From an optimization exercise on the open Yosys and OpenROAD flow, aimed at small area, a short achievable clock period and few clock cycles per item; shortcuts taken in it are not production practice.
The RTL was checked by simulation tests, not by an equivalence proof against the original design.
Power figures rest on the tool's default switching activity, not on a simulated workload.

==> flow/design.v <==
package cfr_pkg;
   localparam int BYTE_W = 8;
   localparam int LEN_W  = 7;
   localparam int SUM_W  = 16;
   localparam int CSR_W  = 3;
   localparam logic [CSR_W-1:0] CSR_STRICT_CHECKSUM = 3'd0;
   localparam logic [CSR_W-1:0] CSR_HEADER_FIRST    = 3'd1;
   localparam logic [CSR_W-1:0] CSR_HEADER_SECOND   = 3'd2;
   localparam logic [CSR_W-1:0] CSR_TRAILER_FIRST   = 3'd3;
   localparam logic [CSR_W-1:0] CSR_TRAILER_SECOND  = 3'd4;
   localparam logic [BYTE_W-1:0] HEADER_FIRST_RST   = 8'hFE;
   localparam logic [BYTE_W-1:0] HEADER_SECOND_RST  = 8'hEF;
   localparam logic [BYTE_W-1:0] TRAILER_FIRST_RST  = 8'h0D;
   localparam logic [BYTE_W-1:0] TRAILER_SECOND_RST = 8'h0A;
   localparam int PHASES = 10;
   localparam int P_HDR0 = 0;
   localparam int P_HDR1 = 1;
   localparam int P_CMD  = 2;
   localparam int P_LENH = 3;
   localparam int P_LENL = 4;
   localparam int P_DATA = 5;
   localparam int P_SUMH = 6;
   localparam int P_SUML = 7;
   localparam int P_TRL0 = 8;
   localparam int P_TRL1 = 9;
   typedef struct packed {
      logic              strict_checksum;
      logic [BYTE_W-1:0] header_first;
      logic [BYTE_W-1:0] header_second;
      logic [BYTE_W-1:0] trailer_first;
      logic [BYTE_W-1:0] trailer_second;
   } cfg_type;
endpackage
import cfr_pkg::*;
module cfr_payload_ram #(
   parameter int DEPTH  = 64,
   parameter int ADDR_W = 6,
   parameter int LO_N   = 8,
   parameter int HI_N   = 8,
   parameter int BANKS  = 4,
   parameter int BANK_W = 2
) (
   input  logic                                    clock,
   input  logic                                    wr_en,
   input  logic [LO_N-1:0]                         wr_sel_lo,
   input  logic [HI_N-1:0]                         wr_sel_hi,
   input  logic [cfr_pkg::BYTE_W-1:0]              wr_data,
   input  logic [BANKS-1:0][ADDR_W-BANK_W-1:0]     rd_row,
   output logic [BANKS-1:0][cfr_pkg::BYTE_W-1:0]   rd_data
);
   logic [BYTE_W-1:0] mem_ff [DEPTH];
   always_ff @(posedge clock) begin
      for (int a = 0; a < DEPTH; a++) begin
         if (wr_en && wr_sel_hi[a / LO_N] && wr_sel_lo[a % LO_N]) begin
            mem_ff[a] <= wr_data;
         end
      end
   end
   always_ff @(posedge clock) begin
      for (int b = 0; b < BANKS; b++) begin
         rd_data[b] <= mem_ff[{rd_row[b], BANK_W'(b)}];
      end
   end
endmodule
import cfr_pkg::*;
module cfr_frame_parser #(
   parameter int MAX_PAYLOAD = 64,
   parameter int ADDR_W      = 6,
   parameter int LO_W        = 3,
   parameter int LO_N        = 8,
   parameter int HI_N        = 8
) (
   input  logic                         clock,
   input  logic                         reset,
   input  cfr_pkg::cfg_type             cfg,
   input  logic                         req_valid,
   input  logic [cfr_pkg::BYTE_W-1:0]   req_rx_byte,
   output logic                         req_ready,
   output logic                         ram_we,
   output logic [LO_N-1:0]              ram_wsel_lo,
   output logic [HI_N-1:0]              ram_wsel_hi,
   output logic [cfr_pkg::BYTE_W-1:0]   ram_wdata,
   input  logic [ADDR_W:0]              rd_ptr,
   input  logic                         rd_adv,
   output logic                         pend,
   input  logic                         pend_take,
   output logic [cfr_pkg::BYTE_W-1:0]   frm_command,
   output logic [cfr_pkg::LEN_W-1:0]    frm_length,
   output logic [cfr_pkg::SUM_W-1:0]    frm_received_sum,
   output logic [cfr_pkg::SUM_W-1:0]    frm_computed_sum,
   output logic                         frm_sum_match
);
   localparam logic [BYTE_W-1:0] MAX_LEN = BYTE_W'(MAX_PAYLOAD);
   logic [PHASES-1:0] phase_ff, phase_in;
   logic [BYTE_W-1:0] command_ff;
   logic              len_hi_nz_ff;
   logic [LEN_W-1:0]  length_ff;
   logic [LEN_W-1:0]  left_ff;
   logic              data_last_ff;
   logic [SUM_W-1:0]  rx_sum_ff;
   logic [SUM_W-1:0]  run_sum_ff;
   logic              sum_match_ff;
   logic              pend_ff, pend_in;
   logic              req_ready_ff, req_ready_in;
   logic              wen_ff;
   logic [ADDR_W:0]   wr_ptr_ff;
   logic [ADDR_W:0]   tail_ff;
   logic [LO_N-1:0]   wsel_lo_ff;
   logic [HI_N-1:0]   wsel_hi_ff;
   logic [LO_N-1:0]   tail_lo;
   logic [HI_N-1:0]   tail_hi;
   logic              accept;
   logic              wr_adv;
   logic              commit;
   logic              rollback;
   logic              full_in;
   logic [ADDR_W:0]   used;
   logic              used_64;
   logic              used_63;
   logic              eq_h1, eq_h2, eq_t1, eq_t2;
   logic              len_ok, len_zero;
   logic              good_end;
   assign accept = req_valid && req_ready_ff;
   assign wr_adv = accept && phase_ff[P_DATA];
   assign eq_h1    = (req_rx_byte == cfg.header_first);
   assign eq_h2    = (req_rx_byte == cfg.header_second);
   assign eq_t1    = (req_rx_byte == cfg.trailer_first);
   assign eq_t2    = (req_rx_byte == cfg.trailer_second);
   assign len_ok   = !len_hi_nz_ff && (req_rx_byte <= MAX_LEN);
   assign len_zero = (req_rx_byte == '0);
   assign good_end = eq_t2 && (!cfg.strict_checksum || sum_match_ff);
   always_comb begin
      phase_in[P_HDR0] = (phase_ff[P_HDR0] && !(accept && eq_h1)) ||
                         (phase_ff[P_HDR1] && accept && !eq_h2 && !eq_h1) ||
                         (phase_ff[P_LENL] && accept && !len_ok) ||
                         (phase_ff[P_TRL0] && accept && !eq_t1) ||
                         (phase_ff[P_TRL1] && accept);
      phase_in[P_HDR1] = (phase_ff[P_HDR0] && accept && eq_h1) ||
                         (phase_ff[P_HDR1] && !(accept && (eq_h2 || !eq_h1)));
      phase_in[P_CMD]  = (phase_ff[P_HDR1] && accept && eq_h2) ||
                         (phase_ff[P_CMD] && !accept);
      phase_in[P_LENH] = (phase_ff[P_CMD] && accept) ||
                         (phase_ff[P_LENH] && !accept);
      phase_in[P_LENL] = (phase_ff[P_LENH] && accept) ||
                         (phase_ff[P_LENL] && !accept);
      phase_in[P_DATA] = (phase_ff[P_LENL] && accept && len_ok && !len_zero) ||
                         (phase_ff[P_DATA] && !(accept && data_last_ff));
      phase_in[P_SUMH] = (phase_ff[P_LENL] && accept && len_ok && len_zero) ||
                         (phase_ff[P_DATA] && accept && data_last_ff) ||
                         (phase_ff[P_SUMH] && !accept);
      phase_in[P_SUML] = (phase_ff[P_SUMH] && accept) ||
                         (phase_ff[P_SUML] && !accept);
      phase_in[P_TRL0] = (phase_ff[P_SUML] && accept) ||
                         (phase_ff[P_TRL0] && !accept);
      phase_in[P_TRL1] = (phase_ff[P_TRL0] && accept && eq_t1) ||
                         (phase_ff[P_TRL1] && !accept);
   end
   assign commit   = phase_ff[P_TRL1] && accept && good_end;
   assign rollback = (phase_ff[P_TRL0] && accept && !eq_t1) ||
                     (phase_ff[P_TRL1] && accept && !good_end);
   assign used    = wr_ptr_ff - rd_ptr;
   assign used_64 = (used == (ADDR_W+1)'(MAX_PAYLOAD));
   assign used_63 = (used == (ADDR_W+1)'(MAX_PAYLOAD - 1));
   assign full_in      = wr_adv ? (rd_adv ? used_64 : used_63) : (!rd_adv && used_64);
   assign pend_in      = commit || (pend_ff && !pend_take);
   assign req_ready_in = !(pend_in && phase_in[P_CMD]) && !(phase_in[P_DATA] && full_in);
   assign req_ready    = req_ready_ff;
   assign ram_we      = wen_ff;
   assign ram_wsel_lo = wsel_lo_ff;
   assign ram_wsel_hi = wsel_hi_ff;
   assign ram_wdata   = req_rx_byte;
   always_comb begin
      tail_lo = '0;
      tail_hi = '0;
      tail_lo[tail_ff[LO_W-1:0]]      = 1'b1;
      tail_hi[tail_ff[ADDR_W-1:LO_W]] = 1'b1;
   end
   always_ff @(posedge clock) begin
      if (reset) begin
         phase_ff     <= PHASES'(1) << P_HDR0;
         pend_ff      <= 1'b0;
         req_ready_ff <= 1'b1;
         wen_ff       <= 1'b0;
         wr_ptr_ff    <= '0;
         tail_ff      <= '0;
         wsel_lo_ff   <= LO_N'(1);
         wsel_hi_ff   <= HI_N'(1);
      end else begin
         phase_ff     <= phase_in;
         pend_ff      <= pend_in;
         req_ready_ff <= req_ready_in;
         wen_ff       <= phase_in[P_DATA] && req_ready_in;
         if (rollback) begin
            wr_ptr_ff  <= tail_ff;
            wsel_lo_ff <= tail_lo;
            wsel_hi_ff <= tail_hi;
         end else if (wr_adv) begin
            wr_ptr_ff  <= wr_ptr_ff + (ADDR_W+1)'(1);
            wsel_lo_ff <= {wsel_lo_ff[LO_N-2:0], wsel_lo_ff[LO_N-1]};
            if (wsel_lo_ff[LO_N-1]) begin
               wsel_hi_ff <= {wsel_hi_ff[HI_N-2:0], wsel_hi_ff[HI_N-1]};
            end
         end
         if (commit) begin
            tail_ff <= wr_ptr_ff;
         end
      end
   end
   always_ff @(posedge clock) begin
      if (accept && phase_ff[P_CMD]) begin
         command_ff <= req_rx_byte;
      end
      if (accept && phase_ff[P_LENH]) begin
         len_hi_nz_ff <= (req_rx_byte != '0);
      end
      if (accept && phase_ff[P_LENL]) begin
         length_ff    <= req_rx_byte[LEN_W-1:0];
         left_ff      <= req_rx_byte[LEN_W-1:0];
         data_last_ff <= (req_rx_byte == BYTE_W'(1));
         run_sum_ff   <= '0;
      end else if (wr_adv) begin
         left_ff      <= left_ff - LEN_W'(1);
         data_last_ff <= (left_ff == LEN_W'(2));
         run_sum_ff   <= run_sum_ff + {{(SUM_W-BYTE_W){1'b0}}, req_rx_byte};
      end
      if (accept && phase_ff[P_SUMH]) begin
         rx_sum_ff[SUM_W-1:BYTE_W] <= req_rx_byte;
      end
      if (accept && phase_ff[P_SUML]) begin
         rx_sum_ff[BYTE_W-1:0] <= req_rx_byte;
      end
      sum_match_ff <= (rx_sum_ff == run_sum_ff);
   end
   assign pend             = pend_ff;
   assign frm_command      = command_ff;
   assign frm_length       = length_ff;
   assign frm_received_sum = rx_sum_ff;
   assign frm_computed_sum = run_sum_ff;
   assign frm_sum_match    = sum_match_ff;
endmodule
import cfr_pkg::*;
module command_frame_receiver #(
   parameter int MAX_PAYLOAD = 64
) (
   input  logic                       clock,
   input  logic                       reset,
   input  logic                       req_valid,
   output logic                       req_ready,
   input  logic [cfr_pkg::BYTE_W-1:0] req_rx_byte,
   output logic                       rsp_valid,
   input  logic                       rsp_ready,
   output logic [cfr_pkg::BYTE_W-1:0] rsp_frame_command,
   output logic [cfr_pkg::LEN_W-1:0]  rsp_frame_length,
   output logic [cfr_pkg::BYTE_W-1:0] rsp_payload_byte,
   output logic                       rsp_byte_valid,
   output logic                       rsp_last,
   output logic [cfr_pkg::SUM_W-1:0]  rsp_received_sum,
   output logic [cfr_pkg::SUM_W-1:0]  rsp_computed_sum,
   output logic                       rsp_sum_match,
   input  logic                       csr_we,
   input  logic [cfr_pkg::CSR_W-1:0]  csr_index,
   input  logic [cfr_pkg::BYTE_W-1:0] csr_wdata
);
   localparam int ADDR_W = (MAX_PAYLOAD > 1) ? $clog2(MAX_PAYLOAD) : 1;
   localparam int BANKS  = 4;
   localparam int BANK_W = 2;
   localparam int ROW_W  = ADDR_W - BANK_W;
   cfr_pkg::cfg_type  cfg_ff;
   logic              ram_we;
   logic [7:0]        ram_wsel_lo;
   logic [7:0]        ram_wsel_hi;
   logic [BYTE_W-1:0] ram_wdata;
   logic [BANKS-1:0][ROW_W-1:0]  bank_row_ff;
   logic [BANKS-1:0][BYTE_W-1:0] bank_rdata;
   logic [BYTE_W-1:0] ram_rdata;
   logic              pend;
   logic              pend_take;
   logic [BYTE_W-1:0] frm_command;
   logic [LEN_W-1:0]  frm_length;
   logic [SUM_W-1:0]  frm_received_sum;
   logic [SUM_W-1:0]  frm_computed_sum;
   logic              frm_sum_match;
   logic [ADDR_W:0]   rd_ptr_ff;
   logic [ADDR_W-1:0] rem_ff;
   logic              rsp_valid_ff;
   logic [BYTE_W-1:0] command_ff;
   logic [LEN_W-1:0]  length_ff;
   logic [BYTE_W-1:0] payload_ff;
   logic              byte_valid_ff;
   logic              last_ff;
   logic [SUM_W-1:0]  received_sum_ff;
   logic [SUM_W-1:0]  computed_sum_ff;
   logic              sum_match_ff;
   logic              next_beat;
   logic              rd_adv;
   logic              frm_empty;
   logic              slot_take;
   logic              slot_valid_ff;
   logic [BYTE_W-1:0] slot_command_ff;
   logic [LEN_W-1:0]  slot_length_ff;
   logic [SUM_W-1:0]  slot_received_sum_ff;
   logic [SUM_W-1:0]  slot_computed_sum_ff;
   logic              slot_sum_match_ff;
   always_ff @(posedge clock) begin
      if (reset) begin
         cfg_ff.strict_checksum <= 1'b0;
         cfg_ff.header_first    <= HEADER_FIRST_RST;
         cfg_ff.header_second   <= HEADER_SECOND_RST;
         cfg_ff.trailer_first   <= TRAILER_FIRST_RST;
         cfg_ff.trailer_second  <= TRAILER_SECOND_RST;
      end else if (csr_we) begin
         case (csr_index)
            CSR_STRICT_CHECKSUM: cfg_ff.strict_checksum <= csr_wdata[0];
            CSR_HEADER_FIRST:    cfg_ff.header_first    <= csr_wdata;
            CSR_HEADER_SECOND:   cfg_ff.header_second   <= csr_wdata;
            CSR_TRAILER_FIRST:   cfg_ff.trailer_first   <= csr_wdata;
            CSR_TRAILER_SECOND:  cfg_ff.trailer_second  <= csr_wdata;
            default: begin
            end
         endcase
      end
   end
   cfr_frame_parser #(
      .MAX_PAYLOAD (MAX_PAYLOAD),
      .ADDR_W      (ADDR_W)
   ) u_parser (
      .clock            (clock),
      .reset            (reset),
      .cfg              (cfg_ff),
      .req_valid        (req_valid),
      .req_rx_byte      (req_rx_byte),
      .req_ready        (req_ready),
      .ram_we           (ram_we),
      .ram_wsel_lo      (ram_wsel_lo),
      .ram_wsel_hi      (ram_wsel_hi),
      .ram_wdata        (ram_wdata),
      .rd_ptr           (rd_ptr_ff),
      .rd_adv           (rd_adv),
      .pend             (pend),
      .pend_take        (pend_take),
      .frm_command      (frm_command),
      .frm_length       (frm_length),
      .frm_received_sum (frm_received_sum),
      .frm_computed_sum (frm_computed_sum),
      .frm_sum_match    (frm_sum_match)
   );
   cfr_payload_ram #(
      .DEPTH  (MAX_PAYLOAD),
      .ADDR_W (ADDR_W),
      .BANKS  (BANKS),
      .BANK_W (BANK_W)
   ) u_ram (
      .clock   (clock),
      .wr_en   (ram_we),
      .wr_sel_lo (ram_wsel_lo),
      .wr_sel_hi (ram_wsel_hi),
      .wr_data (ram_wdata),
      .rd_row  (bank_row_ff),
      .rd_data (bank_rdata)
   );
   assign ram_rdata = bank_rdata[rd_ptr_ff[BANK_W-1:0]];
   always_ff @(posedge clock) begin
      if (reset) begin
         bank_row_ff <= '0;
      end else if (rd_adv) begin
         bank_row_ff[rd_ptr_ff[BANK_W-1:0]] <= bank_row_ff[rd_ptr_ff[BANK_W-1:0]] + ROW_W'(1);
      end
   end
   assign slot_take = slot_valid_ff && (!rsp_valid_ff || (rsp_ready && last_ff));
   assign pend_take = pend && (!slot_valid_ff || slot_take);
   assign next_beat = rsp_valid_ff && rsp_ready && !last_ff;
   assign frm_empty = (slot_length_ff == '0);
   assign rd_adv    = next_beat || (slot_take && !frm_empty);
   always_ff @(posedge clock) begin
      if (reset) begin
         slot_valid_ff <= 1'b0;
      end else if (pend_take) begin
         slot_valid_ff <= 1'b1;
      end else if (slot_take) begin
         slot_valid_ff <= 1'b0;
      end
   end
   always_ff @(posedge clock) begin
      if (pend_take) begin
         slot_command_ff      <= frm_command;
         slot_length_ff       <= frm_length;
         slot_received_sum_ff <= frm_received_sum;
         slot_computed_sum_ff <= frm_computed_sum;
         slot_sum_match_ff    <= frm_sum_match;
      end
   end
   always_ff @(posedge clock) begin
      if (reset) begin
         rsp_valid_ff <= 1'b0;
         rd_ptr_ff    <= '0;
      end else begin
         if (slot_take) begin
            rsp_valid_ff <= 1'b1;
         end else if (rsp_ready && last_ff) begin
            rsp_valid_ff <= 1'b0;
         end
         if (rd_adv) begin
            rd_ptr_ff <= rd_ptr_ff + (ADDR_W+1)'(1);
         end
      end
   end
   always_ff @(posedge clock) begin
      if (slot_take) begin
         command_ff      <= slot_command_ff;
         length_ff       <= slot_length_ff;
         payload_ff      <= frm_empty ? '0 : ram_rdata;
         byte_valid_ff   <= !frm_empty;
         last_ff         <= (slot_length_ff <= LEN_W'(1));
         rem_ff          <= ADDR_W'(slot_length_ff - LEN_W'(1));
         received_sum_ff <= slot_received_sum_ff;
         computed_sum_ff <= slot_computed_sum_ff;
         sum_match_ff    <= slot_sum_match_ff;
      end else if (next_beat) begin
         payload_ff      <= ram_rdata;
         last_ff         <= (rem_ff == ADDR_W'(1));
         rem_ff          <= rem_ff - ADDR_W'(1);
      end
   end
   assign rsp_valid         = rsp_valid_ff;
   assign rsp_frame_command = command_ff;
   assign rsp_frame_length  = length_ff;
   assign rsp_payload_byte  = payload_ff;
   assign rsp_byte_valid    = byte_valid_ff;
   assign rsp_last          = last_ff;
   assign rsp_received_sum  = received_sum_ff;
   assign rsp_computed_sum  = computed_sum_ff;
   assign rsp_sum_match     = sum_match_ff;
endmodule
==> flow/run.sh <==
#!/bin/bash
# synth_recipe.tcl (not shown) runs the flow's synth.tcl, then flattens the netlist and writes it again
# the make line also repeats each setting of config.mk as NAME=value (left out here)
make -C /OpenROAD-flow-scripts/flow DESIGN_CONFIG=/design/flow/config.mk WORK_HOME=/design/flow/orfs CLKGATE_MAP_FILE= SYNTH_SCRIPT=/design/flow/synth_recipe.tcl finish
==> flow/config.mk <==
export PLATFORM = sky130hd
export DESIGN_NAME = command_frame_receiver
export DESIGN_NICKNAME = command_frame_receiver
export VERILOG_FILES = /design/flow/design.v
export SDC_FILE = /design/flow/constraint.sdc
export NUM_CORES = 4
export LEC_CHECK = 0
export ABC_CLOCK_PERIOD_IN_PS = 2000
export CAP_MARGIN = 20
export CORE_MARGIN = 2
export CORE_UTILIZATION = 40
export CTS_BUF_LIST = sky130_fd_sc_hd__clkbuf_16
export CTS_CLUSTER_DIAMETER = 60
export CTS_CLUSTER_SIZE = 30
export SETUP_SLACK_MARGIN = 2.0
export SLEW_MARGIN = 20
==> flow/constraint.sdc <==
create_clock -name core_clock -period 4.0 [get_ports {clock}]
set_input_delay 0.8000 -clock core_clock [delete_from_list [all_inputs] [get_ports {clock}]]
set_output_delay 0.8000 -clock core_clock [all_outputs]
set_load 0.01 [all_outputs]
==> flow_summary.toml, run 1 <==
[logic_synthesis]
yosys_warnings = 4
ys_async_sr_fraction = 0
synth_cells = 2394
synth_most_common_cell = "edfxtp_1"
synthTopCellsByArea = "edfxtp_1 60%, dfxtp_1 9.1%, nand2_1 2.2%"
synth_area_um2 = 33000
synth_common_cells = "664 x edfxtp_1, 195 x nand2_1, 150 x dfxtp_1"
avgSynthCellArea_um2 = 13.8
ys.flop_type = "edfxtp_1"
synth_top_cell_by_area = "edfxtp_1"
synth_cell_types = 80
ys_seq_area_frac = 0.694
synth_seq_cells = 814
syn_nets = 2454
synth.top_cell.area_share = 0.603
synth_edf_count = 664

[sta]
slew_headroom = 0.362
worst_slack_ns = 1.65
post-route-period-util = 0.586
final_max_slew_viol_count = 0
setup_viol_count_final = 0
rsz0062_at_grt = "yes"
finalHoldViolCount = 0
fin_skew_ns = 0.0398
fmax_mhz = 426
fin_tns_setup_ns = 0
worst_pin_slew_ns = 0.958
final.min_clock_period_ns = 2.35
whs_ns = 0.410

[floorplan]
fp.coreArea_um2 = 82000
die_area_um2 = 84900
die_h_um = 291
rows = 105
top_level_ports = 84
die_x_um = 291
start_util = 0.403

[final_layout]
final_cell_area_um2 = 38400
drive_above_1_share = 0.199
fillCellCount = 7143
final_cells = 3648
antenna_cells = 0
final_util = 0.468
area_delta_synth_final_pct = 16.1
fin_nets = 2601

[clock_network]
cts_tree = "yes"
cts-root-buf = "clkbuf_16"
h-tree-depth = 2
cts_buffers = 47
clkSinkCount = 814
insertion_delay_ns = 0.63
path_clk_slew_ns = 0.09
clk_path_buf_depth = 3
hold_buffers = 0

[placement]
placed_cell_area_um2 = 35400
dp_slack_ns = 0.774
hpwlAfterDp_um = 54700
gp_congestion = 0.842
port_buffers = 83
dp.cells = 3466

[global_route]
grtUsageMet1 = 0.284
grt_max_degree = 105
use_met3 = 0.0266
gr-total-overflow = 0
track_usage = 0.204
grt_pass1_vias = 20600
antenna_found_initial = 2
met2_usage = 0.336
grt_pass1_wl_um = 132000
grt-busiest-layer = "met2"

[worst_setup_path]
crit_type = "flip-flop to flip-flop"
worstSetupStartpoint = "u_parser.wr_ptr_ff[0]"
crit_path_end_kind = "flip-flop"
worstPathMaxFanout = 3
r2r_start = "u_parser.wr_ptr_ff[0]"
crit_arrival_ns = 2.86
worstPathRequired_ns = 4.51
worst_setup_path_start_kind = "flip-flop"

[route]
drc_errors = 0
drt_pre_antenna_iters = 5
viasPerCell = 5.76
wl_per_cell_um = 24.6
initialDrtViolationCount = 2388
vias = 21000
routed_wl_um = 89700
drtAntennaViolNets = 0

[run]
cap_violations = 0

[hold_path]
hp-start = "req_rx_byte[4]"
hp-class = "primary input to flip-flop"

[power_and_ir_drop]
p_leak_nw = 12.6
power.total_mw = 15.1
ir_drop_mv = 0.326
p_per_area_nw_per_um2 = 394

[status]
run_status = "complete, no violations"
==> final timing paths <==
path | depth (start not counted) | slack, ns | end
setup / recovery | 10 | 1.65 | u_parser.wen_ff
hold / removal | 1 | 0.41 | u_ram.mem_ff[23][4]
setup reg to reg | 10 | 1.65 | u_parser.wen_ff
hold reg to reg | 0 | 0.42 | computed_sum_ff[3]
==> state kept, by name, summed over array words and instances (netlist names), 8 cells and up, named ones only <==
register / flops
u_ram.mem_ff: 512
cfg_ff: 33
u_ram.rd_data: 32
bank_row_ff: 16
computed_sum_ff: 16
received_sum_ff: 16
slot_computed_sum_ff: 16
slot_received_sum_ff: 16
u_parser.run_sum_ff: 16
u_parser.rx_sum_ff: 16
command_ff: 8
payload_ff: 8
slot_command_ff: 8
u_parser.command_ff: 8
u_parser.wsel_hi_ff: 8
u_parser.wsel_lo_ff: 8
==> logic make-up (layout without fill, tap and decap cells) <==
family | Yosys count | in the layout | share of synthesized area
compound gates | 477 | 478 | 0.0971
xor+xnor | 93 | 93 | 0.0246
flops | 814 | 814 | 0.694
buf+inv | 187 | 368 | 0.0225
mux | 114 | 114 | 0.0458
fa+ha+maj | 36 | 36 | 0.0141
simple gates | 673 | 675 | 0.102
==> cell usage in the layout (no fill, tap or decap), types with 47 or more instances in the layout <==
| master | instances |
|---|---|
| o21ai_0 | 69 |
| inv_1 | 49 |
| and3_1 | 76 |
| buf_2 | 59 |
| clkbuf_16 | 54 |
| a21oi_1 | 128 |
| dfxtp_1 | 128 |
| buf_4 | 102 |
| edfxtp_1 | 664 |
| nand3_1 | 65 |
| a22oi_1 | 47 |
| nand2_1 | 188 |
| nor2_1 | 136 |
| mux2i_1 | 60 |
==> metal layers <==
metal | wire [um] | vias to the layer above | part of all wire
li1 | - | 9389 | -
met3 | 5930 | 143 | 0.066
met4 | 2940 | 0 | 0.033
met5 | 0 | - | 0
met2 | 42700 | 851 | 0.48
met1 | 38100 | 10600 | 0.42
==> report_power, final <==
part | internal [mW] | switching (mW) | leakage [nW]
registers | 9.11 | 0.00703 | 7.17
clock network | 2.57 | 3.12 | 0.836
logic | 0.0867 | 0.216 | 4.59
==> cell type report <==
class                           count  area (um^2)  share of cell area
Inverter                           59          239             0.00623
Clock buffer                       51         1280              0.0333
Multi-Input combinational cell   1396        10100               0.264
Tap cell                         1070         1340              0.0349
Timing Repair Buffer              223         1930              0.0503
Clock inverter                     35          432              0.0112
Sequential cell                   814        23000               0.600
==> what timing repair did <==
item                       CTS  global route
cloned                       2             4
pin swaps                   22            24
setup endpoints to repair  255           155
setup buffers               48            42
gates resized for setup    351           104
==> critical path: stages, from the launching register on <==
cell	delay [ns]
dfxtp_4	0.36
inv_4	0.07
ha_4	0.13
inv_2	0.03
fa_2	0.36
a211oi_4	0.30
nor2_1	0.08
xnor2_1	0.15
or4_4	0.44
o22ai_4	0.13
and3b_1	0.19
Testbench counts, summed over its fixed seeds: cycles 15,046, beats 10,307.
==> run 2: changes to the inputs <==
--- a/flow/config.mk
+++ b/flow/config.mk
@@ -10,7 +10,4 @@
 export CORE_MARGIN = 2
 export CORE_UTILIZATION = 40
-export CTS_BUF_LIST = sky130_fd_sc_hd__clkbuf_16
-export CTS_CLUSTER_DIAMETER = 60
-export CTS_CLUSTER_SIZE = 30
 export SETUP_SLACK_MARGIN = 2.0
 export SLEW_MARGIN = 20
==> run 2 against run 1 <==
  * Final area up 2.1%
  * Clock skew down 0.013 ns
  * Synthesized cell count unchanged
  * Maximum frequency up 0.73%
  * Clock power up 36%
  * Total power up 14%
  * Non-clock buffer count down 14
  * Synthesized area unchanged
  * Critical path type unchanged
  * Critical endpoint unchanged
  * Largest power group unchanged
  * Highest routed layer unchanged
==> flow_summary.toml, run 2 <==
[status]
run_status = "complete, no violations"

[sta]
worst_pin_slew_ns = 0.987
fin_skew_ns = 0.0264
setup_viol_count_final = 0
fmax_mhz = 429
fin_tns_setup_ns = 0
post-route-period-util = 0.582
slew_headroom = 0.342
final_max_slew_viol_count = 0
rsz0062_at_grt = "yes"
final.min_clock_period_ns = 2.33
finalHoldViolCount = 0

[floorplan]
die_area_um2 = 84900
fp.coreArea_um2 = 82000
rows = 105
top_level_ports = 84
die_x_um = 291
start_util = 0.403
die_h_um = 291

[power_and_ir_drop]
ir_drop_mv = 0.359
p_per_area_nw_per_um2 = 438
power.total_mw = 17.2
p_leak_nw = 13.0

[logic_synthesis]
ys.flop_type = "edfxtp_1"
synth_area_um2 = 33000
synth_seq_cells = 814
synth_most_common_cell = "edfxtp_1"
syn_nets = 2454
avgSynthCellArea_um2 = 13.8
ys_seq_area_frac = 0.694
synth_cells = 2394
synth_top_cell_by_area = "edfxtp_1"
synth.top_cell.area_share = 0.603
yosys_warnings = 4
synth_cell_types = 80
synthTopCellsByArea = "edfxtp_1 60%, dfxtp_1 9.1%, nand2_1 2.2%"
synth_edf_count = 664
ys_async_sr_fraction = 0
synth_common_cells = "664 x edfxtp_1, 195 x nand2_1, 150 x dfxtp_1"

[final_layout]
drive_above_1_share = 0.202
reg.largest.list = "u_ram.mem_ff (512), cfg_ff (33), u_ram.rd_data (32)"
antenna_cells = 0
final_cell_mix = "664 x edfxtp_1, 192 x nand2_1, 136 x nor2_1"
final_cell_area_um2 = 39200
regMostFlops = "u_ram.mem_ff"
largest_reg_flops = 512
fin_nets = 2623
layout_commonest_cell = "edfxtp_1"
area_delta_synth_final_pct = 18.6

[worst_setup_path]
crit_type = "flip-flop to flip-flop"
worstPathRequired_ns = 4.53
critPathBufInv = 2
worst_setup_path_start_kind = "flip-flop"
crit_chain = "inv_4 -> ha_4 -> inv_2 -> fa_2 -> a211oi_4 -> nor2_1 -> xnor2_1 -> or4_4 -> o22ai_4 -> and3b_1"
slowest_stage = "or4_4"
crit_arrival_ns = 2.86
crit_path_end_kind = "flip-flop"
worstPathMaxFanout = 3
max_stage_delay_ns = 0.44
crit_family = "simple AND/OR/NAND/NOR gates"

[route]
wl_per_cell_um = 24.4
wl_met1_um = 37600
routed_wl_um = 90400
initialDrtViolationCount = 2184
drc_errors = 0
met3_length_um = 6870
vias = 21100
drt_pre_antenna_iters = 6
wl_met2_um = 43200
drtAntennaViolNets = 0
viasPerCell = 5.71
highest_layer = "met4"

[clock_network]
hold_buffers = 0
cts-root-buf = "clkbuf_16"
insertion_delay_ns = 0.65
h-tree-depth = 3
clk_path_buf_depth = 3
clkSinkCount = 814
cts_buffers = 83
path_clk_slew_ns = 0.06
cts_tree = "yes"

[placement]
hpwlAfterDp_um = 54700
port_buffers = 83
placed_cell_area_um2 = 35400
gp_congestion = 0.842

[global_route]
grt_pass1_vias = 20900
track_usage = 0.207
grt_pass1_wl_um = 133000
grt_max_degree = 105
gr-total-overflow = 0
antenna_found_initial = 2

[run]
cap_violations = 0

[hold_path]
hp-class = "primary input to flip-flop"
==> run 2: cell types whose count changed in the layout (fill, tap and decap cells not counted), sizes merged <==
cell	change
buf	-15
bufinv	+5
clkbuf	+64
clkinv	+18
clkinvlp	+3
inv	-20
==> run 2: through the flow <==
stage           util  cells  hold WS, ns  setup WS [ns]
2_1_floorplan      -   2394        0.400           1.51
3_3_place_gp   0.431   3466        0.401          0.846
3_5_place_dp   0.431   3466        0.405          0.774
4_1_cts        0.469   3664        0.418           1.67
5_1_grt        0.478   3703        0.376           1.58
6_report       0.478   3703        0.389           1.67
==> run 2: cells by family (layout without fill, tap and decap cells) <==
logic type               Yosys count  count (layout)  share of synthesized area
AND/OR/NAND/NOR                  673             675                      0.102
XOR/XNOR                          93              93                     0.0246
flip-flops                       814             814                      0.694
adder cells (fa/ha/maj)           36              36                     0.0141
AO/OA/AOI/OAI                    477             478                     0.0971
buffers and inverters            187             423                     0.0225
multiplexers                     114             114                     0.0458
==> run 2: where the power goes <==
group / switching, mW / total, mW / internal, mW
combinational: 0.217 / 0.303 / 0.0861
sequential: 0.00708 / 9.13 / 9.13
clock: 3.25 / 7.73 / 4.48
==> run 2: final cells by class <==
type                            count  area (um^2)
Clock buffer                      114         2330
Inverter                           59          245
Tap cell                         1070         1340
Fill cell                        7097        42800
Multi-Input combinational cell   1396        10100
Clock inverter                     41          382
Timing Repair Buffer              209         1810
Sequential cell                   814        23000
==> run 2: routing by layer <==
| layer | up-vias | track usage |
|---|---|---|
| met2 | 957 | 0.333 |
| met4 | 0 | 0.0746 |
| met3 | 175 | 0.0334 |
| li1 | 9468 | - |
| met1 | 10500 | 0.283 |
| met5 | - | 0 |
==> run 2: final timing paths <==
path	startpoint	to	slack, ns	cells after the start
worst max-delay path	u_parser.wr_ptr_ff[0]	u_parser.wen_ff	1.67	10
worst min-delay path	req_rx_byte[4]	u_ram.mem_ff[23][4]	0.39	1
worst max register to register	u_parser.wr_ptr_ff[0]	u_parser.wen_ff	1.67	10
worst min register to register	u_parser.length_ff[2]	slot_length_ff[2]	0.42	0
==> run 2: repair_timing <==
action	4_1_cts	5_1_grt
gates cloned	2	4
buffers inserted	41	35
endpoints found under the setup margin	260	114
endpoints found under the hold margin	0	0
pin swaps	20	19
resized for setup	355	81
==> run 3: changes to the inputs <==
--- a/flow/design.v
+++ b/flow/design.v
@@ -81,5 +81,4 @@
    output logic [HI_N-1:0]              ram_wsel_hi,
    output logic [cfr_pkg::BYTE_W-1:0]   ram_wdata,
-   input  logic [ADDR_W:0]              rd_ptr,
    input  logic                         rd_adv,
    output logic                         pend,
@@ -104,10 +103,10 @@
    logic              req_ready_ff, req_ready_in;
    logic              wen_ff;
-   logic [ADDR_W:0]   wr_ptr_ff;
-   logic [ADDR_W:0]   tail_ff;
    logic [LO_N-1:0]   wsel_lo_ff;
    logic [HI_N-1:0]   wsel_hi_ff;
-   logic [LO_N-1:0]   tail_lo;
-   logic [HI_N-1:0]   tail_hi;
+   logic [LO_N-1:0]   tail_lo_ff;
+   logic [HI_N-1:0]   tail_hi_ff;
+   logic [ADDR_W:0]   used_ff;
+   logic [ADDR_W:0]   cused_ff;
    logic              accept;
    logic              wr_adv;
@@ -115,5 +114,4 @@
    logic              rollback;
    logic              full_in;
-   logic [ADDR_W:0]   used;
    logic              used_64;
    logic              used_63;
@@ -159,7 +157,6 @@
    assign rollback = (phase_ff[P_TRL0] && accept && !eq_t1) ||
                      (phase_ff[P_TRL1] && accept && !good_end);
-   assign used    = wr_ptr_ff - rd_ptr;
-   assign used_64 = (used == (ADDR_W+1)'(MAX_PAYLOAD));
-   assign used_63 = (used == (ADDR_W+1)'(MAX_PAYLOAD - 1));
+   assign used_64 = (used_ff == (ADDR_W+1)'(MAX_PAYLOAD));
+   assign used_63 = (used_ff == (ADDR_W+1)'(MAX_PAYLOAD - 1));
    assign full_in      = wr_adv ? (rd_adv ? used_64 : used_63) : (!rd_adv && used_64);
    assign pend_in      = commit || (pend_ff && !pend_take);
@@ -170,10 +167,4 @@
    assign ram_wsel_hi = wsel_hi_ff;
    assign ram_wdata   = req_rx_byte;
-   always_comb begin
-      tail_lo = '0;
-      tail_hi = '0;
-      tail_lo[tail_ff[LO_W-1:0]]      = 1'b1;
-      tail_hi[tail_ff[ADDR_W-1:LO_W]] = 1'b1;
-   end
    always_ff @(posedge clock) begin
       if (reset) begin
@@ -182,19 +173,19 @@
          req_ready_ff <= 1'b1;
          wen_ff       <= 1'b0;
-         wr_ptr_ff    <= '0;
-         tail_ff      <= '0;
          wsel_lo_ff   <= LO_N'(1);
          wsel_hi_ff   <= HI_N'(1);
+         tail_lo_ff   <= LO_N'(1);
+         tail_hi_ff   <= HI_N'(1);
+         used_ff      <= '0;
+         cused_ff     <= '0;
       end else begin
          phase_ff     <= phase_in;
          pend_ff      <= pend_in;
          req_ready_ff <= req_ready_in;
-         wen_ff       <= phase_in[P_DATA] && req_ready_in;
+         wen_ff       <= phase_in[P_DATA] && !full_in;
          if (rollback) begin
-            wr_ptr_ff  <= tail_ff;
-            wsel_lo_ff <= tail_lo;
-            wsel_hi_ff <= tail_hi;
+            wsel_lo_ff <= tail_lo_ff;
+            wsel_hi_ff <= tail_hi_ff;
          end else if (wr_adv) begin
-            wr_ptr_ff  <= wr_ptr_ff + (ADDR_W+1)'(1);
             wsel_lo_ff <= {wsel_lo_ff[LO_N-2:0], wsel_lo_ff[LO_N-1]};
             if (wsel_lo_ff[LO_N-1]) begin
@@ -203,5 +194,16 @@
          end
          if (commit) begin
-            tail_ff <= wr_ptr_ff;
+            tail_lo_ff <= wsel_lo_ff;
+            tail_hi_ff <= wsel_hi_ff;
+         end
+         if (rollback) begin
+            used_ff <= cused_ff - (ADDR_W+1)'(rd_adv);
+         end else begin
+            used_ff <= used_ff + (ADDR_W+1)'(wr_adv) - (ADDR_W+1)'(rd_adv);
+         end
+         if (commit) begin
+            cused_ff <= used_ff - (ADDR_W+1)'(rd_adv);
+         end else begin
+            cused_ff <= cused_ff - (ADDR_W+1)'(rd_adv);
          end
       end
@@ -281,5 +283,5 @@
    logic [SUM_W-1:0]  frm_computed_sum;
    logic              frm_sum_match;
-   logic [ADDR_W:0]   rd_ptr_ff;
+   logic [BANK_W-1:0] rd_bank_ff;
    logic [ADDR_W-1:0] rem_ff;
    logic              rsp_valid_ff;
@@ -335,5 +337,4 @@
       .ram_wsel_hi      (ram_wsel_hi),
       .ram_wdata        (ram_wdata),
-      .rd_ptr           (rd_ptr_ff),
       .rd_adv           (rd_adv),
       .pend             (pend),
@@ -359,10 +360,10 @@
       .rd_data (bank_rdata)
    );
-   assign ram_rdata = bank_rdata[rd_ptr_ff[BANK_W-1:0]];
+   assign ram_rdata = bank_rdata[rd_bank_ff];
    always_ff @(posedge clock) begin
       if (reset) begin
          bank_row_ff <= '0;
       end else if (rd_adv) begin
-         bank_row_ff[rd_ptr_ff[BANK_W-1:0]] <= bank_row_ff[rd_ptr_ff[BANK_W-1:0]] + ROW_W'(1);
+         bank_row_ff[rd_bank_ff] <= bank_row_ff[rd_bank_ff] + ROW_W'(1);
       end
    end
@@ -393,5 +394,5 @@
       if (reset) begin
          rsp_valid_ff <= 1'b0;
-         rd_ptr_ff    <= '0;
+         rd_bank_ff   <= '0;
       end else begin
          if (slot_take) begin
@@ -401,5 +402,5 @@
          end
          if (rd_adv) begin
-            rd_ptr_ff <= rd_ptr_ff + (ADDR_W+1)'(1);
+            rd_bank_ff <= rd_bank_ff + BANK_W'(1);
          end
       end
--- a/flow/config.mk
+++ b/flow/config.mk
@@ -6,5 +6,5 @@
 export NUM_CORES = 4
 export LEC_CHECK = 0
-export ABC_CLOCK_PERIOD_IN_PS = 2000
+export ABC_CLOCK_PERIOD_IN_PS = 1500
 export CAP_MARGIN = 20
 export CORE_MARGIN = 2
==> run 3 against run 2 <==
  * Maximum frequency decreased by 13%
  * Synthesized cell count grew 1.6%
  * Hold slack better by 0.026 ns
  * Global-route usage grew 0.30 points
  * Sequential share of layout area decreased by 0.47 points
  * Synthesized area up 1.4%
  * Critical endpoint is now u_parser.used_ff[6]
  * Register-to-register slack worse by 0.34 ns
  * Combinational power rose by 1%
  * Core utilization up 0.083 points
  * Critical path type unchanged
  * Largest power group unchanged
  * Total power is 2.3% higher
==> flow_summary.toml, run 3 <==
[status]
run_status = "complete, no violations"

[logic_synthesis]
ys.flop_type = "edfxtp_1"
ys_seq_area_frac = 0.691
synth_top_cell_by_area = "edfxtp_1"
synth_edf_count = 664
synth_area_um2 = 33500
synth_cell_types = 74
synth_adder_area_share = 0.0154
synth-simple-area-share = 0.0997
synth_most_common_cell = "edfxtp_1"
synth_seq_cells = 825
synth_mux_area_frac = 0.0500
synthTopCellsByArea = "edfxtp_1 60%, dfxtp_1 9.6%, mux2i_1 2.2%"
synth_cells = 2433
yosys_warnings = 4
syn_nets = 2497
synth-xor-area-share = 0.0214
synth_common_cells = "664 x edfxtp_1, 195 x nand2_1, 161 x dfxtp_1"
synth_top_family_by_area = "simple AND/OR/NAND/NOR gates"
ys_async_sr_fraction = 0
avgSynthCellArea_um2 = 13.8
synth_compound_area_frac = 0.0986
synth.top_cell.area_share = 0.595

[run]
cap_violations = 0

[clock_network]
h-tree-depth = 3
hold_buffers = 0
clk_path_buf_depth = 3
insertion_delay_ns = 0.65
cts_tree = "yes"
clkSinkCount = 825
cts-root-buf = "clkbuf_16"
cts_buffers = 87
path_clk_slew_ns = 0.06

[sta]
rsz0062_at_grt = "yes"
fin_tns_setup_ns = 0
post-route-period-util = 0.667
setup_viol_count_final = 0
final_max_slew_viol_count = 0
finalHoldViolCount = 0
final.min_clock_period_ns = 2.67
fmax_mhz = 375
fin_skew_ns = 0.0246
worst_pin_slew_ns = 1.02
slew_headroom = 0.313

[hold_path]
hp-start = "u_parser.command_ff[7]"
hold_end = "slot_command_ff[7]"
hp-class = "flip-flop to flip-flop"
whs_path_depth = 0

[worst_setup_path]
slowest_stage = "edfxtp_1"
path_common_cell = "ha_4"
max_stage_delay_ns = 0.43
worstPathRequired_ns = 4.52
worst-r2r-cell-count = 12
crit_chain = "nor3_4 -> and4_4 -> nor2_4 -> ha_4 -> inv_2 -> ha_4 -> fa_2 -> nand2b_4 -> a221oi_2 -> or4_1 -> nand4_1 -> mux2i_1"
crit_arrival_ns = 3.19
crit_type = "flip-flop to flip-flop"
crit_path_end_kind = "flip-flop"
r2r_start = "slot_length_ff[2]"
r2r_setup_slack_ns = 1.33
worstPathMaxFanout = 2
r2r_end = "u_parser.used_ff[6]"
crit_family = "simple AND/OR/NAND/NOR gates"
critPathBufInv = 1
worst_setup_path_start_kind = "flip-flop"

[route]
drc_errors = 0
initialDrtViolationCount = 2056
drtAntennaViolNets = 0
viasPerCell = 5.75
vias = 21500
drt_pre_antenna_iters = 7
routed_wl_um = 92000
wl_per_cell_um = 24.6

[power_and_ir_drop]
power.total_mw = 17.6
p_per_area_nw_per_um2 = 440
p_leak_nw = 13.2
ir_drop_mv = 0.309

[final_layout]
drive_above_1_share = 0.201
largest_reg_flops = 512
fin_nets = 2651
fillCellCount = 7219
reg.largest.list = "u_ram.mem_ff (512), cfg_ff (33), u_ram.rd_data (32)"
area_delta_synth_final_pct = 19.0
regMostFlops = "u_ram.mem_ff"
final_cell_mix = "664 x edfxtp_1, 192 x nand2_1, 138 x dfxtp_1"
layout_commonest_cell = "edfxtp_1"

[floorplan]
start_util = 0.402
die_area_um2 = 86100
rows = 106
top_level_ports = 84
fp.coreArea_um2 = 83300
die_h_um = 293
die_x_um = 293

[global_route]
gr-total-overflow = 0
grt_max_degree = 83
track_usage = 0.210
antenna_found_initial = 4
grt_pass1_wl_um = 136000
grt_pass1_vias = 21200

[placement]
gp_congestion = 0.856
port_buffers = 83
hpwlAfterDp_um = 56900
[run 3: how the worst max path moves through the flow]
stage / start / to / slack, ns / cells past startpoint
final: slot_length_ff[2] / u_parser.used_ff[6] / 1.33 / 12
after global routing: slot_length_ff[2] / u_parser.used_ff[4] / 1.21 / 13
after CTS: slot_length_ff[4] / u_parser.used_ff[6] / 1.33 / 12
after detailed placement: rsp_ready / u_parser.used_ff[6] / 0.45 / 12
after global placement: rsp_ready / u_parser.used_ff[6] / 0.43 / 13
after floorplan: rsp_ready / u_parser.used_ff[6] / 1.17 / 12
[run 3: cell families after synthesis]
kind of cell | Yosys count
AO/OA/AOI/OAI | 480
adder cells (fa/ha/maj) | 40
buffers and inverters | 202
AND/OR/NAND/NOR | 671
flip-flops | 825
XOR/XNOR | 82
multiplexers | 133
[run 3: routing by layer]
| layer | track usage | vias to the layer above | wire, um |
|---|---|---|---|
| li1 | - | 9627 | - |
| met1 | 0.292 | 10900 | 39700 |
| met3 | 0.0355 | 157 | 6050 |
| met2 | 0.337 | 819 | 43900 |
| met5 | 0 | - | 0 |
| met4 | 0.0626 | 0 | 2390 |
[run 3: final cells by class]
cell class                 instances  area (um^2)  share of cell area
inverter                          54          210             0.00527
multi-input combinational       1406        10300               0.258
sequential                       825        23200               0.583
tap                             1080         1350              0.0339
antenna                            2         5.00            0.000125
clock buffer                     119         2420              0.0607
timing repair inverter             1         7.51            0.000188
clock inverter                    44          417              0.0104
timing repair buffer             212         1930              0.0484
[run 3: power breakdown]
part / total, mW / internal (mW) / switching, mW
logic: 0.307 / 0.0909 / 0.216
clock network: 8.02 / 4.65 / 3.37
registers: 9.24 / 9.23 / 0.00672
[run 3: what timing repair did]
action                     in CTS  in global routing
setup endpoints to repair     220                174
pin swaps                      22                 23
gates cloned                    3                  3
setup buffers                  43                 22
resized for setup             393                 51
[run 3: metrics by stage]
step / hold WS [ns] / std cells / cell area, um^2 / setup WS [ns] / util
6_report: 0.415 / 3743 / 39900 / 1.33 / 0.479
5_1_grt: 0.387 / 3742 / 39900 / 1.21 / 0.479
4_1_cts: 0.417 / 3716 / 39400 / 1.33 / 0.473
3_5_place_dp: 0.405 / 3507 / 35800 / 0.450 / 0.430
3_3_place_gp: 0.404 / 3507 / 35800 / 0.427 / 0.430
2_1_floorplan: 0.400 / 2433 / 33900 / 1.17 / -
Testbench counts of run 3, summed over its fixed seeds: cycles 15,046, beats 10,307.
==> run 4: changes to the inputs <==
--- a/flow/design.v
+++ b/flow/design.v
@@ -98,8 +98,11 @@
    logic              data_last_ff;
    logic [SUM_W-1:0]  rx_sum_ff;
-   logic [SUM_W-1:0]  run_sum_ff;
+   logic [BYTE_W-1:0] run_lo_ff;
+   logic [BYTE_W-1:0] run_hi_ff;
+   logic              run_cy_ff;
    logic              sum_match_ff;
    logic              pend_ff, pend_in;
    logic              req_ready_ff, req_ready_in;
+   logic              stall_ff;
    logic              wen_ff;
    logic [LO_N-1:0]   wsel_lo_ff;
@@ -114,4 +117,7 @@
    logic              rollback;
    logic              full_in;
+   logic [ADDR_W:0]   used_inc;
+   logic [ADDR_W:0]   used_dec;
+   logic [ADDR_W:0]   cused_dec;
    logic              used_64;
    logic              used_63;
@@ -119,5 +125,5 @@
    logic              len_ok, len_zero;
    logic              good_end;
-   assign accept = req_valid && req_ready_ff;
+   assign accept = req_valid && !stall_ff;
    assign wr_adv = accept && phase_ff[P_DATA];
    assign eq_h1    = (req_rx_byte == cfg.header_first);
@@ -157,5 +163,8 @@
    assign rollback = (phase_ff[P_TRL0] && accept && !eq_t1) ||
                      (phase_ff[P_TRL1] && accept && !good_end);
-   assign used_64 = (used_ff == (ADDR_W+1)'(MAX_PAYLOAD));
+   assign used_inc  = used_ff + (ADDR_W+1)'(1);
+   assign used_dec  = used_ff - (ADDR_W+1)'(1);
+   assign cused_dec = cused_ff - (ADDR_W+1)'(1);
+   assign used_64   = (used_ff == (ADDR_W+1)'(MAX_PAYLOAD));
    assign used_63 = (used_ff == (ADDR_W+1)'(MAX_PAYLOAD - 1));
    assign full_in      = wr_adv ? (rd_adv ? used_64 : used_63) : (!rd_adv && used_64);
@@ -172,4 +181,5 @@
          pend_ff      <= 1'b0;
          req_ready_ff <= 1'b1;
+         stall_ff     <= 1'b0;
          wen_ff       <= 1'b0;
          wsel_lo_ff   <= LO_N'(1);
@@ -183,4 +193,5 @@
          pend_ff      <= pend_in;
          req_ready_ff <= req_ready_in;
+         stall_ff     <= !req_ready_in;
          wen_ff       <= phase_in[P_DATA] && !full_in;
          if (rollback) begin
@@ -198,12 +209,14 @@
          end
          if (rollback) begin
-            used_ff <= cused_ff - (ADDR_W+1)'(rd_adv);
-         end else begin
-            used_ff <= used_ff + (ADDR_W+1)'(wr_adv) - (ADDR_W+1)'(rd_adv);
+            used_ff <= rd_adv ? cused_dec : cused_ff;
+         end else if (wr_adv && !rd_adv) begin
+            used_ff <= used_inc;
+         end else if (!wr_adv && rd_adv) begin
+            used_ff <= used_dec;
          end
          if (commit) begin
-            cused_ff <= used_ff - (ADDR_W+1)'(rd_adv);
-         end else begin
-            cused_ff <= cused_ff - (ADDR_W+1)'(rd_adv);
+            cused_ff <= rd_adv ? used_dec : used_ff;
+         end else if (rd_adv) begin
+            cused_ff <= cused_dec;
          end
       end
@@ -220,9 +233,19 @@
          left_ff      <= req_rx_byte[LEN_W-1:0];
          data_last_ff <= (req_rx_byte == BYTE_W'(1));
-         run_sum_ff   <= '0;
       end else if (wr_adv) begin
          left_ff      <= left_ff - LEN_W'(1);
          data_last_ff <= (left_ff == LEN_W'(2));
-         run_sum_ff   <= run_sum_ff + {{(SUM_W-BYTE_W){1'b0}}, req_rx_byte};
+      end
+      if (accept && phase_ff[P_LENL]) begin
+         run_lo_ff <= '0;
+         run_cy_ff <= 1'b0;
+         run_hi_ff <= '0;
+      end else begin
+         if (wr_adv) begin
+            {run_cy_ff, run_lo_ff} <= {1'b0, run_lo_ff} + {1'b0, req_rx_byte};
+         end else begin
+            run_cy_ff <= 1'b0;
+         end
+         run_hi_ff <= run_hi_ff + BYTE_W'(run_cy_ff);
       end
       if (accept && phase_ff[P_SUMH]) begin
@@ -232,5 +255,5 @@
          rx_sum_ff[BYTE_W-1:0] <= req_rx_byte;
       end
-      sum_match_ff <= (rx_sum_ff == run_sum_ff);
+      sum_match_ff <= (rx_sum_ff == {run_hi_ff, run_lo_ff});
    end
    assign pend             = pend_ff;
@@ -238,5 +261,5 @@
    assign frm_length       = length_ff;
    assign frm_received_sum = rx_sum_ff;
-   assign frm_computed_sum = run_sum_ff;
+   assign frm_computed_sum = {run_hi_ff, run_lo_ff};
    assign frm_sum_match    = sum_match_ff;
 endmodule
@@ -286,4 +309,8 @@
    logic [ADDR_W-1:0] rem_ff;
    logic              rsp_valid_ff;
+   logic              rsp_idle_ff;
+   logic              last_i_ff;
+   logic              slot_empty_ff;
+   logic              slot_le1_ff;
    logic [BYTE_W-1:0] command_ff;
    logic [LEN_W-1:0]  length_ff;
@@ -368,9 +395,9 @@
       end
    end
-   assign slot_take = slot_valid_ff && (!rsp_valid_ff || (rsp_ready && last_ff));
+   assign slot_take = slot_valid_ff && (rsp_idle_ff || (rsp_ready && last_i_ff));
    assign pend_take = pend && (!slot_valid_ff || slot_take);
-   assign next_beat = rsp_valid_ff && rsp_ready && !last_ff;
-   assign frm_empty = (slot_length_ff == '0);
-   assign rd_adv    = next_beat || (slot_take && !frm_empty);
+   assign next_beat = !rsp_idle_ff && rsp_ready && !last_i_ff;
+   assign frm_empty = slot_empty_ff;
+   assign rd_adv    = next_beat || (slot_take && !slot_empty_ff);
    always_ff @(posedge clock) begin
       if (reset) begin
@@ -386,4 +413,6 @@
          slot_command_ff      <= frm_command;
          slot_length_ff       <= frm_length;
+         slot_empty_ff        <= (frm_length == '0);
+         slot_le1_ff          <= (frm_length <= LEN_W'(1));
          slot_received_sum_ff <= frm_received_sum;
          slot_computed_sum_ff <= frm_computed_sum;
@@ -394,10 +423,19 @@
       if (reset) begin
          rsp_valid_ff <= 1'b0;
+         rsp_idle_ff  <= 1'b1;
+         last_i_ff    <= 1'b1;
          rd_bank_ff   <= '0;
       end else begin
          if (slot_take) begin
             rsp_valid_ff <= 1'b1;
-         end else if (rsp_ready && last_ff) begin
+            rsp_idle_ff  <= 1'b0;
+         end else if (rsp_ready && last_i_ff) begin
             rsp_valid_ff <= 1'b0;
+            rsp_idle_ff  <= 1'b1;
+         end
+         if (slot_take) begin
+            last_i_ff <= slot_le1_ff;
+         end else if (next_beat) begin
+            last_i_ff <= (rem_ff == ADDR_W'(1));
          end
          if (rd_adv) begin
@@ -412,5 +450,5 @@
          payload_ff      <= frm_empty ? '0 : ram_rdata;
          byte_valid_ff   <= !frm_empty;
-         last_ff         <= (slot_length_ff <= LEN_W'(1));
+         last_ff         <= slot_le1_ff;
          rem_ff          <= ADDR_W'(slot_length_ff - LEN_W'(1));
          received_sum_ff <= slot_received_sum_ff;
--- a/flow/config.mk
+++ b/flow/config.mk
@@ -6,8 +6,11 @@
 export NUM_CORES = 4
 export LEC_CHECK = 0
-export ABC_CLOCK_PERIOD_IN_PS = 1500
 export CAP_MARGIN = 20
 export CORE_MARGIN = 2
-export CORE_UTILIZATION = 40
+export CORE_UTILIZATION = 65
+export CTS_BUF_LIST = sky130_fd_sc_hd__clkbuf_16
+export CTS_CLUSTER_DIAMETER = 60
+export CTS_CLUSTER_SIZE = 30
+export PLACE_DENSITY = 0.75
 export SETUP_SLACK_MARGIN = 2.0
 export SLEW_MARGIN = 20
==> run 4 against run 3 <==
  * Still clean on timing, DRC and antenna
  * Hold slack better by 0.0096 ns
  * Core utilization is 26 points higher
  * Die area is 38% lower
  * Sequential power is 0.6% higher
  * Sequential share of layout area is 4.2 points higher
  * Sequential cell count is 6 higher
  * Critical endpoint is now u_parser.used_ff[5]
==> flow_summary.toml, run 4 <==
[status]
run_status = "complete, no violations"

[power_and_ir_drop]
p_leak_nw = 12.4
p_per_area_nw_per_um2 = 406
ir_drop_mv = 0.436
power.total_mw = 15.2

[sta]
post-route-period-util = 0.522
rsz0062_at_grt = "yes"
fin_tns_setup_ns = 0
fin_skew_ns = 0.0404
final.min_clock_period_ns = 2.09
worst_pin_slew_ns = 1.01
finalHoldViolCount = 0
setup_viol_count_final = 0
slew_headroom = 0.329
final_max_slew_viol_count = 0
fmax_mhz = 479

[global_route]
grt_max_degree = 86
track_usage = 0.308
grt_pass1_wl_um = 123000
grt_pass1_vias = 20000
gr-total-overflow = 0
antenna_found_initial = 1

[route]
wl_per_cell_um = 26.0
drtAntennaViolNets = 0
vias = 21100
routed_wl_um = 83000
initialDrtViolationCount = 3235
drt_pre_antenna_iters = 6
viasPerCell = 6.60
drc_errors = 0

[worst_setup_path]
max_stage_delay_ns = 0.46
worstPathRequired_ns = 4.44
crit_family = "simple AND/OR/NAND/NOR gates"
worstPathMaxFanout = 2
crit_arrival_ns = 2.53
worst_setup_path_start_kind = "flip-flop"
crit_type = "flip-flop to flip-flop"
crit_path_end_kind = "flip-flop"
slowest_stage = "edfxtp_1"
critPathBufInv = 1
crit_chain = "nor2b_1 -> o22a_2 -> inv_4 -> ha_4 -> or4_4 -> nor3_2 -> o21bai_1 -> xor2_1 -> a211oi_2"

[final_layout]
final_cell_area_um2 = 37500
layout_commonest_cell = "edfxtp_1"
largest_reg_flops = 512
drive_above_1_share = 0.181
reg.largest.list = "u_ram.mem_ff (512), cfg_ff (33), u_ram.rd_data (32)"
fin_nets = 2521
regMostFlops = "u_ram.mem_ff"
area_delta_synth_final_pct = 12.2
final_cell_mix = "666 x edfxtp_1, 177 x nand2_1, 152 x nor2_1"

[clock_network]
clk_path_buf_depth = 3
cts_tree = "yes"
cts_buffers = 45
cts-root-buf = "clkbuf_16"
insertion_delay_ns = 0.63
h-tree-depth = 2
clkSinkCount = 831
path_clk_slew_ns = 0.10

[placement]
placed_cell_area_um2 = 35000
gp_congestion = 0.912
port_buffers = 83
hpwlAfterDp_um = 51200

[run]
cap_violations = 0

[logic_synthesis]
syn_nets = 2433
synth_seq_cells = 831
ys.flop_type = "edfxtp_1"
synth_edf_count = 666
avgSynthCellArea_um2 = 14.0
yosys_warnings = 4
synth_cell_types = 77
synth_most_common_cell = "edfxtp_1"
synth_area_um2 = 33400
synth_cells = 2383
synth_top_cell_by_area = "edfxtp_1"
synthTopCellsByArea = "edfxtp_1 60%, dfxtp_1 9.9%, mux2i_1 2.6%"
ys_async_sr_fraction = 0
synth_common_cells = "666 x edfxtp_1, 179 x nand2_1, 170 x nor2_1"
ys_seq_area_frac = 0.698
synth.top_cell.area_share = 0.599

[floorplan]
die_h_um = 231
die_x_um = 231
top_level_ports = 84
fp.coreArea_um2 = 51000
start_util = 0.655
rows = 83
die_area_um2 = 53200

[hold_path]
hp-class = "flip-flop to flip-flop"
[run 4: cell count changes after synthesis, moves of 13 or more]
cell	change
ha_1	-13
xor2_1	+20
clkbuf_1	-29
a211oi_2	+13
a21oi_1	-37
nor2_1	+42
inv_1	-15
nand2_1	-16
buf_2	+22
o2bb2ai_1	-14
[run 4: path summary, 6_finish.rpt]
check | startpoint | to | slack [ns] | cells past startpoint
max reg2reg | slot_empty_ff | u_parser.used_ff[5] | 1.91 | 9
min | slot_received_sum_ff[2] | received_sum_ff[2] | 0.42 | 0
max | slot_empty_ff | u_parser.used_ff[5] | 1.91 | 9
min reg2reg | slot_received_sum_ff[2] | received_sum_ff[2] | 0.42 | 0
[run 4: worst register-to-register path, stage by stage, from the launching register on]
cell,delay (ns)
edfxtp_1,0.46
nor2b_1,0.15
o22a_2,0.18
inv_4,0.05
ha_4,0.16
or4_4,0.43
nor3_2,0.12
o21bai_1,0.09
xor2_1,0.18
a211oi_2,0.09
[run 4: stage by stage]
step                hold slack [ns]  cells  setup WS [ns]  utilization
floorplan                     0.400   2383           1.43            -
global placement              0.401   3049          0.790        0.686
detailed placement            0.405   3049          0.748        0.686
CTS                           0.425   3158           1.92        0.725
global route                  0.419   3188           1.83        0.735
finish                        0.425   3188           1.91        0.735
[run 4: logic make-up (layout without fill, tap and decap cells)]
| logic type | after synthesis | count (layout) | share of synthesized area |
|---|---|---|---|
| AOI/OAI and AO/OA | 433 | 433 | 0.0923 |
| xor gates and xnor gates | 96 | 96 | 0.0254 |
| adders and majority gates | 26 | 26 | 0.00997 |
| buffers and inverters | 186 | 310 | 0.0243 |
| DFF | 831 | 831 | 0.698 |
| muxes | 144 | 144 | 0.0527 |
| other | 0 | 1 | 0 |
| and+or+nand+nor | 667 | 667 | 0.0971 |
[run 4: routing by layer]
layer / track usage / vias to the layer above / wire, um
met1: 0.462 / 10400 / 33900
li1: - / 9212 / -
met2: 0.471 / 1244 / 38500
met5: 0 / - / 0
met4: 0.104 / 0 / 2730
met3: 0.0435 / 173 / 7820
[run 4: timing repair]
item                                    4_1_cts  5_1_grt
gates cloned                                  3        1
pin swaps                                    11       17
hold buffers                                  0        0
endpoints found under the hold margin         0        0
buffers inserted                             23       28
resized for setup                           350       65
endpoints found under the setup margin      330      115
[run 4: layout make-up]
| class | instances | area, um^2 |
|---|---|---|
| flip-flops and latches | 831 | 23400 |
| fillers | 3259 | 13500 |
| multi-input cells | 1366 | 9740 |
| repair buffers | 184 | 1610 |
| clock buffers | 48 | 1200 |
| well taps | 680 | 851 |
| clock inverters | 35 | 463 |
| inverters | 43 | 214 |
| diodes | 1 | 2.50 |
[run 4: report_power, final]
group	leakage [nW]	internal [mW]	switching, mW
Sequential	7.32	9.29	0.0153
Combinational	4.29	0.109	0.226
Clock	0.804	2.51	3.06
Testbench counts of run 4, summed over its fixed seeds: cycles 15,046, beats 10,307.
==> run 5: changes to the inputs <==
--- a/flow/config.mk
+++ b/flow/config.mk
@@ -6,4 +6,5 @@
 export NUM_CORES = 4
 export LEC_CHECK = 0
+export ABC_AREA = 1
 export CAP_MARGIN = 20
 export CORE_MARGIN = 2
==> run 5 against run 4 <==
  * Still clean on timing, DRC and antenna
  * Synthesized cell count grew 13%
  * Sequential share of layout area grew 1.6 points
  * Die area shrank 3.4%
  * Global-route usage is essentially flat
  * Largest power group unchanged
  * Highest routed layer unchanged
==> flow_summary.toml, run 5 <==
[power_and_ir_drop]
p_leak_nw = 12.8
power.total_mw = 15.4
switching_share = 0.219
clkPwrFrac = 0.371
seq_power_share = 0.606
p_int_mw = 12.0
p_comb_frac = 0.022
ir_drop_mv = 0.436
p_per_area_nw_per_um2 = 422
p_switching_mw = 3.37

[final_layout]
antenna_cells = 0
area_delta_synth_final_pct = 13.1
fillCellCount = 3215
largest_reg_flops = 512
multi_input_area_um2 = 8580
layout_commonest_cell = "edfxtp_1"
drive_above_1_share = 0.139
seqCellArea_um2 = 23300
final_cell_mix = "666 x edfxtp_1, 664 x nand2_1, 167 x nor2_1"
fin_nets = 2893
final_cells = 3545
reg.largest.list = "u_ram.mem_ff (512), cfg_ff (33), u_ram.rd_data (32)"
regMostFlops = "u_ram.mem_ff"
final_cell_area_um2 = 36400

[placement]
gp_congestion = 0.917
hpwlAfterDp_um = 51000
dp.cells = 3410
placed_cell_area_um2 = 33900
port_buffers = 83

[clock_network]
cts_buffers = 46
path_clk_slew_ns = 0.10
cts_tree = "yes"
cts-root-buf = "clkbuf_16"
clk_path_buf_depth = 3
hold_buffers = 0
clkSinkCount = 831
insertion_delay_ns = 0.63
h-tree-depth = 2

[logic_synthesis]
synth_cell_types = 49
ys_async_sr_fraction = 0
synth_edf_count = 666
yosys_warnings = 4
synth_common_cells = "673 x nand2_1, 666 x edfxtp_1, 244 x nor2_1"
syn_nets = 2737
synth.top_cell.area_share = 0.621
synth_area_um2 = 32200
synth_seq_cells = 831
avgSynthCellArea_um2 = 12.0
synth_most_common_cell = "nand2_1"
ys.flop_type = "edfxtp_1"
synth_cells = 2687
synthTopCellsByArea = "edfxtp_1 62%, dfxtp_1 10%, nand2_1 7.8%"
ys_seq_area_frac = 0.723
synth_top_cell_by_area = "edfxtp_1"

[global_route]
grt_max_degree = 75
grt_pass1_wl_um = 118000
antenna_found_initial = 1
grt_pass1_vias = 20100
track_usage = 0.308
gr-total-overflow = 0

[worst_setup_path]
worstPathRequired_ns = 4.27
slowest_stage = "nor2_1"
r2r_start = "u_parser.wen_ff"
crit_family = "simple AND/OR/NAND/NOR gates"
crit_path_end_kind = "flip-flop"
worstPathMaxFanout = 8
r2r_end = "u_ram.mem_ff[17][0]"
crit_type = "flip-flop to flip-flop"
worst-r2r-cell-count = 2
r2r_setup_slack_ns = 1.65
crit_chain = "nand2_1 -> nor2_1"
max_stage_delay_ns = 0.82
worst_setup_path_start_kind = "flip-flop"
critPathBufInv = 0
crit_arrival_ns = 2.62

[run]
cap_violations = 0

[floorplan]
die_area_um2 = 51400
die_h_um = 227
fp.coreArea_um2 = 49000
start_util = 0.658
die_x_um = 227
rows = 81
top_level_ports = 84

[sta]
finalHoldViolCount = 0
fin_skew_ns = 0.0210
post-route-period-util = 0.588
setup_viol_count_final = 0
final_max_slew_viol_count = 0
fin_tns_setup_ns = 0
fmax_mhz = 425
slew_headroom = 0.350
worst_pin_slew_ns = 0.975
rsz0062_at_grt = "yes"
whs_ns = 0.425
final.min_clock_period_ns = 2.35

[hold_path]
hp-start = "slot_computed_sum_ff[1]"
hp-class = "flip-flop to flip-flop"
hold_end = "computed_sum_ff[1]"
whs_path_depth = 0

[route]
initialDrtViolationCount = 2535
wl_per_cell_um = 22.1
drt_pre_antenna_iters = 6
drc_errors = 0
drtAntennaViolNets = 0
vias = 21200
routed_wl_um = 78500
viasPerCell = 5.99

[status]
run_status = "complete, no violations"
run 5: cell families after synthesis:
group,count (synthesis),share of synthesized area
xor+xnor,58,0.0158
fa+ha+maj,26,0.0103
flops,831,0.723
compound gates,324,0.0610
mux,1,0.000311
buf+inv,226,0.0284
simple gates,1221,0.161
run 5: through the flow:
| step | util | worst slack [ns] |
|---|---|---|
| floorplan | - | 1.08 |
| global placement | 0.692 | 0.853 |
| detailed placement | 0.692 | 0.760 |
| CTS | 0.729 | 1.79 |
| global route | 0.745 | 1.57 |
| finish | 0.745 | 1.65 |
run 5: layout make-up:
type                            instances  area share
Clock buffer                           51      0.0350
Timing Repair Buffer                  158      0.0347
Inverter                              173      0.0193
Multi-Input combinational cell       1631       0.235
Sequential cell                       831       0.640
Clock inverter                         35      0.0128
Tap cell                              664      0.0228
Timing Repair inverter                  2    0.000343
run 5: worst max-delay path by stage:
stage,from,endpoint,slack [ns],depth (start not counted)
after global routing,u_parser.wen_ff,u_ram.mem_ff[17][5],1.57,2
after global placement,rsp_ready,slot_command_ff[7],0.85,5
after floorplan,rsp_ready,u_parser.used_ff[1],1.08,13
after detailed placement,rsp_ready,slot_command_ff[7],0.76,5
final,u_parser.wen_ff,u_ram.mem_ff[17][0],1.65,2
after CTS,u_parser.wen_ff,u_ram.mem_ff[59][6],1.79,2
run 5: routing by layer:
layer  up-vias  GRT usage  routed length, um
met5         -          0                  0
met4         0      0.107               2430
met3       158     0.0479               6660
met2       985      0.492              37400
met1     10300      0.438              32000
li1       9774          -                  -
run 5: power by group through the flow:
| stage | combinational [mW] | clock [mW] | sequential [mW] |
|---|---|---|---|
| 6_report | 0.342 | 5.71 | 9.32 |
| 5_1_grt | 0.367 | 6.04 | 9.32 |
| 4_1_cts | 0.317 | 5.76 | 9.32 |
| 3_5_place_dp | 0.307 | 0 | 9.52 |
| 3_3_place_gp | 0.299 | 0 | 9.51 |
| 2_1_floorplan | 0.121 | 0 | 9.51 |
run 5: what timing repair did:
item,in CTS,in global routing
resized for setup,336,108
pin swaps,1,16
gates cloned,2,4
setup endpoints to repair,767,622
setup buffers,7,36

port drivers added, routing unchanged:
No port has a modelled driver above. Below, the same layouts with a new extraction and two added sets of constraints.
Step 1, drivers: a clkbuf_16 drives clock and a buf_2 each remaining input, both assumed.
Step 2 moves the port delays by t, midway between the first and last clock arrival at a register: inputs arrive t later, outputs are due t later. That takes back most of the time a late clock gives input paths.
Slacks: no drivers / after step 1 / after step 2; pairs: no drivers / after step 1.
run	t (ns)	slack for setup (ns)	hold WS [ns]	worst setup path at the end
run 1	0.677	1.654 / 1.654 / 1.173	0.410 / 0.425 / 0.425	input to register
run 2	0.695	1.672 / 1.672 / 1.225	0.389 / 0.417 / 0.417	input to register
run 3	0.696	1.333 / 1.333 / 0.772	0.415 / 0.415 / 0.415	input to register
run 4	0.674	1.911 / 1.901 / 1.296	0.425 / 0.425 / 0.425	input to register
run 5	0.681	1.649 / 1.649 / 1.369	0.425 / 0.425 / 0.425	input to register
After both steps setup and hold are still met in every run listed. For run 4, which loses most, drivers alone change the setup slack by -0.010 ns; drivers and shift together by -0.615 ns.
